This design comes from an exercise in tuning for small area, a short achievable clock period and few clock cycles per item on the open sky130 flow, not from production work.
Only simulation tests tie the RTL to the original design; equivalence was not proved.
Power figures rest on the tool's default switching activity, not on a simulated workload.

## mul_div_unit
module mul_div_unit #(
    parameter int WIDTH = 64
) (
    input  logic             Clk,
    input  logic             Reset,
    input  logic             Start,
    input  logic [2:0]       Op,
    input  logic [WIDTH-1:0] BusA,
    input  logic [WIDTH-1:0] BusB,
    input  logic [4:0]       DestReg,
    output logic             Busy,
    output logic             Done,
    output logic [WIDTH-1:0] Result,
    output logic [4:0]       RW,
    output logic             RegWr
);
Size in the first run: about 2900 cells after synthesis, about 210 I/O pins, roughly 24000 um2 of cells after synthesis.
make LEC_CHECK=0 CAP_MARGIN=20 CORE_MARGIN=2 CORE_UTILIZATION=40 SETUP_SLACK_MARGIN=1.3 SLEW_MARGIN=20 finish   # period 5.0 ns
run.sh (not shown) runs the stock make flow with config.mk's settings and CLKGATE_MAP_FILE= SYNTH_SCRIPT=/design/flow/synth_recipe.tcl, a recipe that flattens the netlist after the stock synthesis.
The baseline finished clean.
Testbench counts at the start, summed over its fixed seeds: cycles 51,130, items 4,000.
Change:
- ABC_AREA: not set -> 1
- SETUP_SLACK_MARGIN: 1.3 -> not set
After rerunning:
- The changed run completed, yet does not pass: negative setup slack
- clock skew grows by 0.0074 ns
- hold slack improved by 0.0072 ns
- non-clock buffer count falls by 10
- synthesized area went down by 7.0%
- worst setup slack gets worse by 1.0 ns
- utilization decreases by 2.0 points
- sequential share of layout area is higher by 2.6 points
- global-route usage is lower by 4.2 points
- power hardly moves


v6:
Another version of the RTL of mul_div_unit (not shown whole).
Size in the first run: ~2600 cells after synthesis, ~0.023 mm^2 of cells after synthesis.
clock: 5.0 ns
lec_check: 0
cap_margin: 20
core_margin: 2
core_utilization: 40
cts_buf_list: sky130_fd_sc_hd__clkbuf_8
cts_cluster_diameter: 50
cts_cluster_size: 14
slew_margin: 20
v6 completed every stage of the flow, and the final layout passed the timing, DRC and antenna checks.
Testbench counts of v6, summed over its fixed seeds: cycles 51,315, items 4,000.
Here is what was changed in the inputs of v7 compared with v6.
- an added SETUP_SLACK_MARGIN of 0.5
==> run notes <==
- Routing usage on met2, v7 and v6, higher one = v7.
- ~same all-layer global routing usage in v7 and v6
- Min fraction of the core area covered by cells at the end of the flow across v7 and v6: v6
- Against v6, v7 comes in 4.0% higher on post-detailed-routing wire length.
- Relative contribution of the clock network to total power in v7 is 0.6 points below v6.
- | total power | v7 vs v6 | 1200 uW higher |


mul_div_unit again, from the RTL that the note above started with.
Design mul_div_unit, start of the top module:
module mul_div_unit #(
    parameter int WIDTH = 64
) (
    input  logic             Clk,
    input  logic             Reset,
    input  logic             Start,
    input  logic [2:0]       Op,
    input  logic [WIDTH-1:0] BusA,
    input  logic [WIDTH-1:0] BusB,
    input  logic [4:0]       DestReg,
    output logic             Busy,
    output logic             Done,
    output logic [WIDTH-1:0] Result,
    output logic [4:0]       RW,
    output logic             RegWr
);
==> flow/config.mk <==
export PLATFORM = sky130hd
export DESIGN_NAME = mul_div_unit
export DESIGN_NICKNAME = mul_div_unit
export VERILOG_FILES = /design/flow/design.v
export SDC_FILE = /design/flow/constraint.sdc
export NUM_CORES = 4
export LEC_CHECK = 0
export CAP_MARGIN = 20
export CORE_MARGIN = 2
export CORE_UTILIZATION = 40
export CTS_BUF_LIST = sky130_fd_sc_hd__clkbuf_8
export CTS_CLUSTER_DIAMETER = 50
export CTS_CLUSTER_SIZE = 14
export PLACE_DENSITY = 0.85
export SETUP_SLACK_MARGIN = 0.5
export SLEW_MARGIN = 20
==> flow/constraint.sdc <==
create_clock -name core_clock -period 5.0 [get_ports {Clk}]
set_input_delay 1.0000 -clock core_clock [delete_from_list [all_inputs] [get_ports {Clk}]]
set_output_delay 1.0000 -clock core_clock [all_outputs]
set_load 0.01 [all_outputs]
Testbench counts at the start, summed over its fixed seeds: cycles 51,315, items 4,000.
==> next run, changes <==
- CTS_BUF_LIST: sky130_fd_sc_hd__clkbuf_8 -> sky130_fd_sc_hd__clkbuf_16
- CTS_CLUSTER_DIAMETER: 50 -> 60
- CTS_CLUSTER_SIZE: 14 -> 24
- PLACE_DENSITY: 0.85 -> unset
- SETUP_SLACK_MARGIN: 0.5 -> unset
=>
- The new run reached the layout checks and failed them: antenna rules
- utilization fell by 0.13 points
- clock skew fell by 0.017 ns
- wire length came out higher by 5.9%
- clock power rises by 35%
- sequential cell count stays the same
- global-route usage is higher by 2.8 points
- design area stays flat
- worst setup slack degrades by 0.16 ns
- synthesized cell count does not change
- via count fell by 1.9%
- power decreases by 0.94%
==> next run, changes <==
- CTS_BUF_LIST: sky130_fd_sc_hd__clkbuf_16 -> sky130_fd_sc_hd__clkbuf_8
- CTS_CLUSTER_DIAMETER: 60 -> 50
- CTS_CLUSTER_SIZE: 24 -> 14
- SETUP_SLACK_MARGIN: unset -> 0.8
This time the run went through all stages and came out clean.
Utilization went up by 2.2 points.
Critical path depth stays the same.
Die area stays the same.
First-iteration DRC count went down by 2.2%.
==> next run, changes <==
- PLACE_DENSITY: unset -> 0.75
- SETUP_SLACK_MARGIN: 0.8 -> 0.3
The changed run completed without violations.
Die area does not change.
Sequential power goes down by about 2%.
Clock power shrinks by 15%.
Count of clock-buffer cells in the layout falls by 10.
Wire length drops by 8.0%.
First-iteration DRC count went up by 25%.


mul_div_unit, a different RTL version from the one above (not shown whole).
Size in the first run: roughly 2900 cells after synthesis, about 210 I/O pins, ~25000 sq um of cells after synthesis.
Design mul_div_unit, start of the top module:
module mul_div_unit #(
    parameter int WIDTH = 64
) (
    input  logic             Clk,
    input  logic             Reset,
    input  logic             Start,
    input  logic [2:0]       Op,
    input  logic [WIDTH-1:0] BusA,
    input  logic [WIDTH-1:0] BusB,
    input  logic [4:0]       DestReg,
    output logic             Busy,
    output logic             Done,
    output logic [WIDTH-1:0] Result,
    output logic [4:0]       RW,
    output logic             RegWr
);
export LEC_CHECK = 0
export CAP_MARGIN = 20
export CORE_MARGIN = 2
export CORE_UTILIZATION = 40
export CTS_BUF_LIST = sky130_fd_sc_hd__clkbuf_8
export CTS_CLUSTER_DIAMETER = 50
export CTS_CLUSTER_SIZE = 14
export SLEW_MARGIN = 20
create_clock -name core_clock -period 5.0 [get_ports {Clk}]
Testbench counts at the start, summed over its fixed seeds: cycles 46,999, items 4,000.
Next try:
--- a/flow/config.mk
+++ b/flow/config.mk
@@ -13,0 +14,2 @@
+export PLACE_DENSITY = 0.75
+export SETUP_SLACK_MARGIN = 0.5
Result: Core utilization is higher by 1.6 points; area after synthesis does not change; via count is higher by 2.5%; clock-buffer cell count is lower by 4; sequential share of layout area is lower by 0.84 points; design area is higher by 3.3%; synthesized cell count stays the same.


mul_div_unit, a different RTL version from the one above (not shown whole).
Size: roughly 300 flip-flops, about 210 I/O pins.
clock: 5.0 ns
lec_check: 0
cap_margin: 20
core_margin: 2
core_utilization: 40
cts_buf_list: sky130_fd_sc_hd__clkbuf_8
cts_cluster_diameter: 50
cts_cluster_size: 14
slew_margin: 20
Testbench counts at the start, summed over its fixed seeds: cycles 44,069, items 4,000.
Rerun with:
- PLACE_DENSITY: unset -> 0.75
- SETUP_SLACK_MARGIN: unset -> 0.5
Outcome: Cell count falls by about 1.2%. Die area does not change. Wire length is lower by 7.0%. Count of clock-buffer cells in the layout falls by 12. Setup slack improves by 0.26 ns. Cell area fell by about 0.47%. Core utilization fell by 0.23 points. Power came out lower by 0.42%. Critical path depth is unchanged. Global-route usage went down by 2.4 points.


## old
mul_div_unit with an RTL version that a note above also has.
Size: roughly 2,900 cells after synthesis, about 210 I/O pins.
clock: 5.0 ns
lec_check: 0
abc_clock_period_in_ps: 3000
cap_margin: 20
core_margin: 2
core_utilization: 40
slew_margin: 20
old closes out successfully: all stages finished, all timing, DRC and antenna checks passed.
Testbench counts of old, summed over its fixed seeds: cycles 51,130, items 4,000.
Changes in new relative to old:
# old
export LEC_CHECK = 0
export ABC_CLOCK_PERIOD_IN_PS = 3000
export CAP_MARGIN = 20
export CORE_MARGIN = 2
export CORE_UTILIZATION = 40
export SLEW_MARGIN = 20
create_clock -name core_clock -period 5.0 [get_ports {Clk}]
# new
export LEC_CHECK = 0
export CAP_MARGIN = 20
export CORE_MARGIN = 2
export CORE_UTILIZATION = 40
export SLEW_MARGIN = 20
create_clock -name core_clock -period 5.0 [get_ports {Clk}]
--- outcome ---
- new against old: logic gate share of total power comparable; worst slack on hold paths roughly the same; design area flat; least setup slack across all paths after layout has remained practically unchanged; number of buffers added for setup after CTS neither gained nor lost much.
- Having completed the whole flow, new delivered a layout that passed the timing, DRC and antenna checks.
- Combined area of the multi-input logic cells came out exactly the same in new and old.


== lane 1 ==
The RTL this note starts from:
==> flow/design.v <==
module mul_div_unit #(
    parameter int WIDTH = 64
) (
    input  logic             Clk,
    input  logic             Reset,
    input  logic             Start,
    input  logic [2:0]       Op,
    input  logic [WIDTH-1:0] BusA,
    input  logic [WIDTH-1:0] BusB,
    input  logic [4:0]       DestReg,
    output logic             Busy,
    output logic             Done,
    output logic [WIDTH-1:0] Result,
    output logic [4:0]       RW,
    output logic             RegWr
);
    localparam int CW = $clog2(WIDTH);        
    localparam logic [2:0] OP_MUL   = 3'b000;
    localparam logic [2:0] OP_UMULH = 3'b001;
    localparam logic [2:0] OP_SMULH = 3'b010;
    localparam logic [2:0] OP_UDIV  = 3'b011;
    localparam logic [2:0] OP_SDIV  = 3'b100;
    function automatic logic [CW-1:0] topbit(input logic [WIDTH-1:0] v);
        logic [CW-1:0] z [WIDTH];
        logic          nz [WIDTH];
        logic [CW-1:0] zh, zl;
        logic          nh, nl;
        for (int i = 0; i < WIDTH; i++) begin
            nz[i] = v[i];
            z[i]  = '0;
        end
        for (int l = 0; l < CW; l++) begin
            for (int i = 0; i < (WIDTH >> (l + 1)); i++) begin
                nh = nz[2*i+1]; zh = z[2*i+1];
                nl = nz[2*i];   zl = z[2*i];
                nz[i] = nh | nl;
                z[i]  = nh ? zh : (zl | (1 << l));
            end
        end
        topbit = nz[0] ? ~z[0] : '0;
    endfunction
    function automatic logic ones_run(input logic [WIDTH-1:0] v);
        logic r;
        r = 1'b1;
        for (int i = 0; i < WIDTH - 1; i++) if (v[i+1] && !v[i]) r = 1'b0;
        ones_run = r;
    endfunction
    function automatic logic shorter(input logic [WIDTH-1:0] p, input logic [WIDTH-1:0] q);
        logic [WIDTH-1:0] above;     
        above[WIDTH-1] = p[WIDTH-1];
        for (int i = WIDTH - 2; i >= 0; i--) above[i] = above[i+1] | p[i];
        shorter = |(q & ~above);
    endfunction
    logic             r_busy;      
    logic             r_done;      
    logic             r_first;     
    logic             r_prep;      
    logic             r_div;       
    logic             r_negq;      
    logic             r_selhi;     
    logic             r_swap;      
    logic             r_msg;       
    logic             r_inv;       
    logic             r_rs;        
    logic             r_ax;        
    logic             r_ay;        
    logic             r_e;         
    logic             r_dbit;      
    logic [CW-1:0]    r_cnt;       
    logic [CW-1:0]    r_ta, r_tb;  
    logic             r_ea, r_eb;  
    logic             r_nzb;       
    logic             r_sb;        
    logic [4:0]       r_rw;
    logic [WIDTH-1:0] r_x;         
    logic [WIDTH-1:0] r_y;         
    logic [WIDTH-1:0] r_lo;        
    logic [WIDTH-1:0] r_hi;        
    logic             w_is_mul, w_is_div, w_msgn, w_dsgn;
    logic             w_sa, w_sb, w_nza, w_nzb;
    logic [WIDTH-1:0] w_va, w_vb;
    logic             w_swap, w_zero, w_first_neg;
    assign w_is_mul = (Op == OP_MUL) || (Op == OP_UMULH) || (Op == OP_SMULH);
    assign w_is_div = (Op == OP_UDIV) || (Op == OP_SDIV);
    assign w_msgn   = (Op == OP_MUL) || (Op == OP_SMULH);
    assign w_dsgn   = (Op == OP_SDIV);
    assign w_sa  = (w_msgn || w_dsgn) && BusA[WIDTH-1];
    assign w_sb  = (w_msgn || w_dsgn) && BusB[WIDTH-1];
    assign w_va  = BusA ^ {WIDTH{w_sa}};
    assign w_vb  = BusB ^ {WIDTH{w_sb}};
    assign w_nza = |w_va;
    assign w_nzb = |w_vb;
    assign w_swap      = w_is_mul && shorter(w_vb, w_va);
    assign w_first_neg = w_swap ? w_sb : w_sa;
    assign w_zero = !(w_is_mul || w_is_div)
                 || (w_is_mul && ((!w_nza && !w_sa) || (!w_nzb && !w_sb)))
                 || (w_is_div && (!w_nzb && !w_sb))
                 || (w_is_div && (!w_nza && !w_sa));
    logic [CW-1:0]    w_cnt0, w_cnt;
    logic [CW:0]      w_lena, w_lenb;
    logic             w_dzero;
    assign w_cnt0  = (r_swap ? r_tb : r_ta) + (r_swap ? r_eb : r_ea);
    assign w_cnt   = r_first ? w_cnt0 : r_cnt;
    assign w_lena  = {1'b0, r_ta} + r_ea;
    assign w_lenb  = r_nzb ? ({1'b0, r_tb} + 1'b1) : {{CW{1'b0}}, r_sb};
    assign w_dzero = r_first && r_div && (w_lena + 1'b1 < w_lenb);
    logic [WIDTH-1:0] w_add_a, w_add_b;
    logic             w_cin;
    logic [WIDTH:0]   w_sum;
    logic             w_c, w_rs, w_q;
    logic [WIDTH-1:0] w_hi_next, w_lo_next;
    logic             w_last;
    logic             w_nbit;
    assign w_add_a = {r_lo[WIDTH-2:0], r_div & r_dbit};
    assign w_add_b = ((r_x & {WIDTH{r_ax}}) | (r_y & {WIDTH{r_ay}})) ^ {WIDTH{r_inv}};
    assign w_cin   = r_inv;
    logic [WIDTH-1:0] w_g [CW+1];
    logic [WIDTH-1:0] w_p [CW+1];
    logic [WIDTH-1:0] w_p0;
    always_comb begin
        w_p0      = w_add_a ^ w_add_b;
        w_g[0]    = w_add_a & w_add_b;
        w_p[0]    = w_p0;
        w_g[0][0] = w_g[0][0] | (w_p0[0] & w_cin);
        for (int l = 0; l < CW; l++) begin
            w_g[l+1] = w_g[l];
            w_p[l+1] = w_p[l];
            for (int i = 0; i < WIDTH; i++) begin
                if ((i >> l) & 1) begin
                    w_g[l+1][i] = w_g[l][i] | (w_p[l][i] & w_g[l][((i >> l) << l) - 1]);
                    w_p[l+1][i] = w_p[l][i] & w_p[l][((i >> l) << l) - 1];
                end
            end
        end
    end
    assign w_sum = {w_g[CW][WIDTH-1], w_p0 ^ {w_g[CW][WIDTH-2:0], w_cin}};
    assign w_c   = w_sum[WIDTH];
    assign w_rs      = r_lo[WIDTH-1] ^ r_sb ^ r_inv ^ w_c;
    assign w_q       = !w_rs && !r_prep;
    assign w_lo_next = w_sum[WIDTH-1:0];
    logic             w_b0, w_flip;
    logic [WIDTH-1:0] w_ht, w_hm;
    assign w_b0   = r_div ? (w_q ^ r_negq) : r_lo[WIDTH-1];
    assign w_flip = r_div ? (r_negq && w_last) : (w_c ^ r_e);
    always_comb begin
        w_ht    = {r_hi[WIDTH-2:0] ^ {(WIDTH-1){r_e}}, 1'b1};
        w_hm[0] = 1'b1;
        for (int i = 1; i < WIDTH; i++) w_hm[i] = w_hm[i-1] & w_ht[i-1];
    end
    assign w_hi_next = {r_hi[WIDTH-2:0], w_b0}
                     ^ (w_hm & {WIDTH{w_flip}} & {{(WIDTH-1){w_b0 ^ r_e}}, 1'b1});
    assign w_last = (w_cnt == '0) && !r_prep;
    assign w_nbit = !w_last && (r_swap ? r_y[w_cnt - 1'b1] : r_x[w_cnt - 1'b1]);
    always_ff @(posedge Clk or posedge Reset) begin
        if (Reset) begin
            r_busy <= 1'b0;
            r_done <= 1'b0;
        end else if (!r_busy) begin
            r_done <= Start && w_zero;
            r_busy <= Start && !w_zero;
        end else if (w_last || w_dzero) begin
            r_busy <= 1'b0;
            r_done <= 1'b1;
        end
    end
    always_ff @(posedge Clk) begin
        if (!r_busy) begin
            if (Start) begin
                r_rw    <= DestReg;
                r_first <= 1'b1;
                r_div   <= w_is_div;
                r_negq  <= w_dsgn && (w_sa ^ w_sb);
                r_selhi <= (Op != OP_MUL);
                r_swap  <= w_swap;
                r_msg   <= w_msgn;
                r_prep  <= w_dsgn && BusA[WIDTH-1];
                r_y     <= BusB;
                r_ta    <= topbit(w_va);
                r_tb    <= topbit(w_vb);
                r_ea    <= w_nza && w_sa && (!w_is_div || ones_run(w_va));
                r_eb    <= w_nzb && w_sb;
                r_nzb   <= w_nzb;
                r_sb    <= w_sb;
                r_ax    <= (w_is_mul && w_swap) || (w_dsgn && BusA[WIDTH-1]);
                r_ay    <= (w_is_div && !(w_dsgn && BusA[WIDTH-1])) || (w_is_mul && !w_swap);
                r_inv   <= w_is_div ? (!w_sb || BusA[WIDTH-1]) : w_first_neg;
                r_e     <= w_is_mul && ((w_msgn && (w_swap ? BusA[WIDTH-1] : BusB[WIDTH-1])) ^ w_first_neg);
                r_dbit  <= !(w_dsgn && BusA[WIDTH-1]);
                r_rs    <= 1'b0;
            end
        end else if (r_prep) begin
            r_prep <= 1'b0;
            r_ax   <= 1'b0;
            r_ay   <= 1'b1;
            r_inv  <= !r_sb;
            r_dbit <= 1'b1;
        end else begin
            r_first <= 1'b0;
            r_cnt   <= w_cnt - 1'b1;
            r_dbit  <= w_nbit;
            if (r_div) begin
                r_rs  <= w_rs;
                r_inv <= w_rs ^ !r_sb;
            end else begin
                r_ax  <= r_swap && w_nbit;
                r_ay  <= !r_swap && w_nbit;
                r_inv <= 1'b0;
                r_e   <= w_nbit && r_msg && (r_swap ? r_x[WIDTH-1] : r_y[WIDTH-1]);
            end
        end
    end
    always_ff @(posedge Clk) begin
        if (!r_busy) begin
            if (Start) r_x <= BusA;
        end else if (r_prep) begin
            r_x <= w_sum[WIDTH-1:0];
        end
    end
    always_ff @(posedge Clk) begin
        if (!r_busy) begin
            r_lo <= '0;
            r_hi <= {WIDTH{w_dsgn && (w_sa ^ w_sb) && !w_zero}};
        end else begin
            r_lo <= r_prep ? '0 : w_lo_next;
            r_hi <= w_dzero ? '0 : w_hi_next;
        end
    end
    assign Busy   = r_busy;
    assign Done   = r_done;
    assign Result = r_selhi ? r_hi : r_lo;
    assign RW     = r_rw;
    assign RegWr  = r_done && (r_rw != 5'd31);
endmodule
clock: 5.0 ns
lec_check: 0
cap_margin: 20
core_margin: 2
core_utilization: 50
cts_buf_list: sky130_fd_sc_hd__clkbuf_8
cts_cluster_diameter: 50
cts_cluster_size: 14
place_density: 0.75
setup_slack_margin: 0.5
slew_margin: 20
Testbench counts of lane 1, summed over its fixed seeds: cycles 51,315, items 4,000.
Relative to lane 1, the following input files were edited for lane 2:
Settings: removing CTS_CLUSTER_SIZE (formerly 14); removing CTS_BUF_LIST (formerly sky130_fd_sc_hd__clkbuf_8); removing SETUP_SLACK_MARGIN (formerly 0.5); removing PLACE_DENSITY (formerly 0.75); removing CTS_CLUSTER_DIAMETER (formerly 50); changing CORE_UTILIZATION from 50 to 40.
--- outcome ---
Overall routed net length went up by a few percent going from lane 1 to lane 2. Post-placement cell count went up by a few percent going from lane 1 to lane 2. Lane 2 vs lane 1 — detailed route wirelength on metal3 dropped 32%. Transition time at the pin with the least slew margin (higher): lane 1. Summary — share of final layout cell area taken by clock buffers and inverters, lane 2 relative to lane 1: higher, by 1.4 points.
Inputs modified between lane 2 and lane 3:
Settings: setting CTS_CLUSTER_SIZE to 14 for the first time; setting CTS_BUF_LIST to sky130_fd_sc_hd__clkbuf_8 for the first time; setting CTS_CLUSTER_DIAMETER to 50 for the first time; setting SETUP_SLACK_MARGIN to 0.6 for the first time; setting PLACE_DENSITY to 0.7 for the first time.
==> comparison <==
Lane 2 → lane 3: power rose 0.17 mW; number of well taps about even; critical-path maximum fanout fell 40.
Portion of total power attributed to combinational logic in lane 3 vs lane 2: up 4.8 points
Lane 3 ended with more register-to-register slack than lane 2.
Looking only at clock period minus final worst setup slack, and setting everything else aside, the higher value of lane 3 and lane 2 goes to lane 2.
Diff lane 2 -> lane 3: final routed wirelength across all metal layers has decreased, final critical-path setup slack has increased.
Between lane 3 and lane 2, the global-route usage is higher for lane 2.
Sort lane 3 and lane 2 by fmax, ascending, and lane 2 comes first.
Lane 3: flow completed, timing, DRC and antenna clean
Comparing lane 3 and lane 2, the higher end-of-flow core utilization is on lane 3.
Setup changes, lane 3 to lane 4
Settings: a change of SETUP_SLACK_MARGIN from 0.6 to 0.5; a change of PLACE_DENSITY from 0.7 to 0.75.
==> comparison <==
Cells: lane 4 has fewer instances than lane 3. The final reports for lane 4 and lane 3 show count of antenna diodes in the layout higher in the former. Status: register-to-register slack parity (lane 4, lane 3).

## port drivers added, routing unchanged
The flow's constraints put no driver on any port. The routed layouts listed below were extracted and timed again, unchanged, in two steps. Step 1, drivers: a clkbuf_16 drives Clk and a buf_2 each remaining input, both assumed. Step 2 also shifts input and output timing later by t, the mid clock arrival at the registers, as if the neighbouring blocks saw the same clock. Slacks: no drivers / after step 1 / after step 2; pairs: no drivers / after step 1.
run | shift t [ns] | setup WS [ns] | hold slack, ns | worst setup path after step 2 | worst slew at a driven data input, ns
the first run of note 1 | 0.631 | 0.825 / 0.825 / 0.651 | 0.484 / 0.484 / 0.484 | input to register | 0.04
the second run of note 1 | 0.575 | -0.205 / -0.205 / -0.205 | 0.492 / 0.492 / 0.492 | register to register | 0.05
v6 | 0.627 | 0.345 / 0.345 / 0.199 | 0.568 / 0.568 / 0.568 | input to register | 0.04
v7 | 0.626 | 0.533 / 0.533 / 0.199 | 0.568 / 0.568 / 0.568 | input to register | 0.04
the first run of note 3 | 0.677 | 0.456 / 0.456 / 0.138 | 0.558 / 0.522 / 0.588 | input to register | 0.08
the second run of note 3 | 0.621 | 0.299 / 0.299 / 0.193 | 0.573 / 0.573 / 0.573 | input to register | 0.04
the third run of note 3 | 0.639 | 0.516 / 0.516 / 0.304 | 0.566 / 0.550 / 0.566 | input to register | 0.04
the fourth run of note 3 | 0.695 | 0.423 / 0.423 / 0.232 | 0.558 / 0.558 / 0.558 | input to register | 0.08
the first run of note 4 | 0.659 | 0.250 / 0.250 / -0.088 | 0.452 / 0.452 / 0.452 | input to register | 0.07
the second run of note 4 | 0.637 | 0.325 / 0.325 / 0.001 | 0.469 / 0.469 / 0.469 | input to register | 0.10
the first run of note 5 | 0.760 | 0.178 / 0.178 / -0.044 | 0.449 / 0.418 / 0.532 | input to register | 0.09
the second run of note 5 | 0.709 | 0.435 / 0.435 / -0.033 | 0.513 / 0.486 / 0.546 | input to register | 0.11
old | 0.612 | 0.345 / 0.345 / -0.003 | 0.479 / 0.479 / 0.479 | input to register | 0.05
new | 0.612 | 0.345 / 0.345 / -0.003 | 0.479 / 0.479 / 0.479 | input to register | 0.05
lane 1 | 0.623 | 0.435 / 0.435 / 0.111 | 0.586 / 0.580 / 0.586 | input to register | 0.05
lane 2 | 0.591 | 0.367 / 0.367 / 0.175 | 0.565 / 0.565 / 0.565 | input to register | 0.04
lane 3 | 0.688 | 0.556 / 0.556 / 0.190 | 0.539 / 0.499 / 0.570 | input to register | 0.06
lane 4 | 0.702 | 0.557 / 0.557 / 0.205 | 0.563 / 0.563 / 0.563 | input to register | 0.08
With both steps, setup timing fails in 5 of these runs, where it was met with ideal ports. For the second run of note 5, which loses most, drivers alone change the setup slack by 0.000 ns; drivers and shift together by -0.468 ns.
